From an optimization exercise on the open Yosys and OpenROAD flow, aimed at small area, a short achievable clock period and few clock cycles per item; shortcuts taken in it are not production practice. In this exercise RTL edits were held to simulation tests only and were not proved equivalent to the original. Power and IR drop assume default switching activity.

Setup of 02-02:
Design conv2d_stream, start of the top module:
module conv2d_stream #(
    parameter int DATA_W = 8,
    parameter int COEF_W = 8,
    parameter int IMG_W  = 8,
    parameter int IMG_H  = 8,
    parameter int ACC_W  = 20,
    parameter int SHIFT  = 4,
    parameter int OUT_W  = 16
) (
    input  logic              clk,
    input  logic              in_st,
    input  logic              coef_we,
    input  logic [3:0]        coef_addr,
    input  logic [COEF_W-1:0] coef_din,
    input  logic              pix_valid,
    output logic              pix_ready,
    input  logic [DATA_W-1:0] pix_din,
    output logic [OUT_W-1:0]  dout,
    output logic              out_st,
    input  logic              out_ready,
    output logic              frame_done
);
    localparam logic [71:0] K_DEF = 72'h01_02_01_02_04_02_01_02_01;
    localparam int NQ  = 4;           
    localparam int CAP = NQ + 1;         
    localparam int NS  = 4;           
    localparam int CW  = $clog2(CAP + 1);
    localparam int QW  = (NQ > 1) ? $clog2(NQ) : 1;
    logic [2:0]   col_q, row_q;
    logic         ready_q;
    logic [CW-1:0] cnt_q, cnt_d;
    logic         accept, win, lastpix, pop;
    logic [17:0][7:0] sr_q;
    logic [8:0][7:0]  coef_q;
    logic [2:0] v_q, l_q;   
    assign pix_ready = ready_q;
    assign accept    = pix_valid && ready_q;
    assign win       = (row_q >= 3'd2) && (col_q >= 3'd2);
    assign lastpix   = (row_q == 3'd7) && (col_q == 3'd7);
    always_comb begin
        cnt_d = cnt_q;
        if (accept && win) cnt_d = cnt_d + CW'(1);
        if (pop) cnt_d = cnt_d - CW'(1);
    end
    always_ff @(posedge clk) begin
        if (in_st) begin
            col_q   <= '0;
            row_q   <= '0;
            ready_q <= 1'b1;
            cnt_q   <= '0;
            v_q[0]  <= 1'b0;
            l_q[0]  <= 1'b0;
        end else begin
            cnt_q   <= cnt_d;
            ready_q <= (cnt_d < CW'(CAP));
            v_q[0]  <= accept && win;
            l_q[0]  <= accept && lastpix;
            if (accept) begin
                col_q <= col_q + 3'd1;
  ...
Size in the first run: roughly 44 I/O pins, ~32000 um^2 of cells after synthesis.
clock: 6.5 ns
lec_check: 0
cap_margin: 20
core_margin: 2
core_utilization: 60
cts_cluster_diameter: 100
cts_cluster_size: 24
place_density: 0.7
setup_slack_margin: 3.8
slew_margin: 20
standard.sh (not shown) runs the stock make flow with config.mk's settings and CLKGATE_MAP_FILE= SYNTH_SCRIPT=/design/flow/synth_recipe.tcl, a recipe that flattens the netlist after the stock synthesis.
==> flow/flow/run.sh <==
#!/bin/bash
# Standard ORFS layout, with one netlist step between synthesis and floorplan:
# flow/polfix.py re-chooses full-adder and AND/NAND polarities to drop inverters.
set -euo pipefail
R=orfs/results/${FLOW_PLATFORM:-sky130hd}/conv2d_stream/base
bash standard.sh synth > synth.log 2>&1
cp $R/1_2_yosys.v $R/1_2_yosys.orig.v
python3 flow/polfix.py $R/1_2_yosys.orig.v $R/1_2_yosys.pf.v > polfix.log 2>&1
cp $R/1_2_yosys.pf.v $R/1_2_yosys.v
touch $R/1_2_yosys.v
bash standard.sh finish > finish.log 2>&1
grep -c polinv_ $R/1_2_yosys.v >> polfix.log || true
Other scripts of this flow, unchanged in this note and not shown: flow/flow/polfix.py
Testbench counts of 02-02, summed over its fixed seeds: cycles 16,512, items 9,216.
What 07-23 does differently from 02-02 at the input level:
- changing SETUP_SLACK_MARGIN from 3.8 to 4.0
==> comparison <==
Compared with 02-02, in 07-23 global-route usage has increased, power drawn by the sequential cells now sits lower. Every run in the comparison, 07-23 and 02-02, completed the flow with a clean layout. Changes observed in 07-23 relative to 02-02: half-perimeter wire length after placement rose 590 um; count of cells along the worst register-to-register path closely matched the old numbers; met1 routing resource usage after global routing has decreased; global-route wire length before repair rose by 1.5 mm.

========
== job 4488 ==
Starting RTL as in the previous note.
## conv2d_stream
module conv2d_stream #(
    parameter int DATA_W = 8,
    parameter int COEF_W = 8,
    parameter int IMG_W  = 8,
    parameter int IMG_H  = 8,
    parameter int ACC_W  = 20,
    parameter int SHIFT  = 4,
    parameter int OUT_W  = 16
) (
    input  logic              clk,
    input  logic              in_st,
    input  logic              coef_we,
    input  logic [3:0]        coef_addr,
    input  logic [COEF_W-1:0] coef_din,
    input  logic              pix_valid,
    output logic              pix_ready,
    input  logic [DATA_W-1:0] pix_din,
    output logic [OUT_W-1:0]  dout,
    output logic              out_st,
    input  logic              out_ready,
    output logic              frame_done
);
clock: 6.5 ns
lec_check: 0
cap_margin: 20
core_margin: 2
core_utilization: 60
cts_cluster_diameter: 110
cts_cluster_size: 26
place_density: 0.7
setup_slack_margin: 4.0
slew_margin: 20
Scripts as last shown in full above: flow/flow/run.sh
Other scripts of this flow, unchanged in this note and not shown: flow/flow/polfix.py
Job 4488 | stages: all done | timing, DRC, antenna: all pass
Testbench counts of job 4488, summed over its fixed seeds: cycles 16,512, items 9,216.
Edits applied to the flow inputs when going from job 4488 to job 853:
diff --git a/flow/config.mk b/flow/config.mk
--- a/flow/config.mk
+++ b/flow/config.mk
@@ -10,4 +10,4 @@
 export CORE_UTILIZATION = 60
-export CTS_CLUSTER_DIAMETER = 110
-export CTS_CLUSTER_SIZE = 26
+export CTS_CLUSTER_DIAMETER = 100
+export CTS_CLUSTER_SIZE = 24
 export PLACE_DENSITY = 0.7
@@ -15 +15,2 @@
 export SLEW_MARGIN = 20
+export TNS_END_PERCENT = 30
Findings:
In job 853 the clock period minus worst slack turned out 69 ps higher than in job 4488. Job 853 against job 4488: maximum clock rate went down 11 MHz, non-filler instance count after layout went down 22. Any difference in iteration count of the initial detailed-routing pass between job 853 and job 4488 is small enough to ignore. Design internal power essentially unchanged between job 853 and job 4488. Against job 4488, job 853 comes in 0.81 points higher on met3 demand-to-capacity share in global routing.
The inputs of job 6387 differ from those of job 853 as listed below.
diff --git a/flow/config.mk b/flow/config.mk
--- a/flow/config.mk
+++ b/flow/config.mk
@@ -12,2 +12,3 @@
 export CTS_CLUSTER_SIZE = 24
+export GPL_ROUTABILITY_DRIVEN = 0
 export PLACE_DENSITY = 0.7
@@ -15,2 +16 @@
 export SLEW_MARGIN = 20
-export TNS_END_PERCENT = 30
Notes after the runs:
- In job 6387 the utilization of the core after routing turned out 0.37 points higher than in job 853.
- In terms of footprint of the flip-flops and latches, job 6387 and job 853 differ only marginally.
- In job 6387 the number of cell instances on the worst register-to-register path turned out 1 lower than in job 853.
- Total wirelength of the detailed-routed design for job 6387: about 2.2% down relative to job 853
- Re flip-flop and latch count: no difference whatsoever between job 6387 and job 853.

[re-timing with driven ports]
How much do the figures lean on ideal ports? The routed layouts below were timed once more, with nothing changed but the port constraints.
Step 1 (the two cells are an assumption about what drives the block):
set clk [get_ports {clk}]
set_driving_cell -lib_cell sky130_fd_sc_hd__clkbuf_16 $clk
set_driving_cell -lib_cell sky130_fd_sc_hd__buf_2 [delete_from_list [all_inputs] $clk]
Step 2 adds t to the input delays and takes it off the output delays; t is the mean of the earliest and latest rising clock arrival at the registers after step 1. Input paths then give back, and output paths get back, about the clock's delay inside the block.
a / b / c = ideal / step 1 / step 2; a / b = the first two.
run	shift t [ns]	setup WS [ns]	cell pins on the clock port's net
02-02	0.679	3.841 / 3.812 / 3.336	1
07-23	0.678	3.996 / 3.953 / 3.404	1
job 4488	0.684	3.990 / 3.947 / 3.403	1
job 853	0.681	3.921 / 3.921 / 3.441	1
job 6387	0.682	3.993 / 3.959 / 3.393	1
After both steps every run listed still meets setup and hold. For job 6387, which loses most, drivers alone change the setup slack by -0.034 ns; drivers and shift together by -0.600 ns.
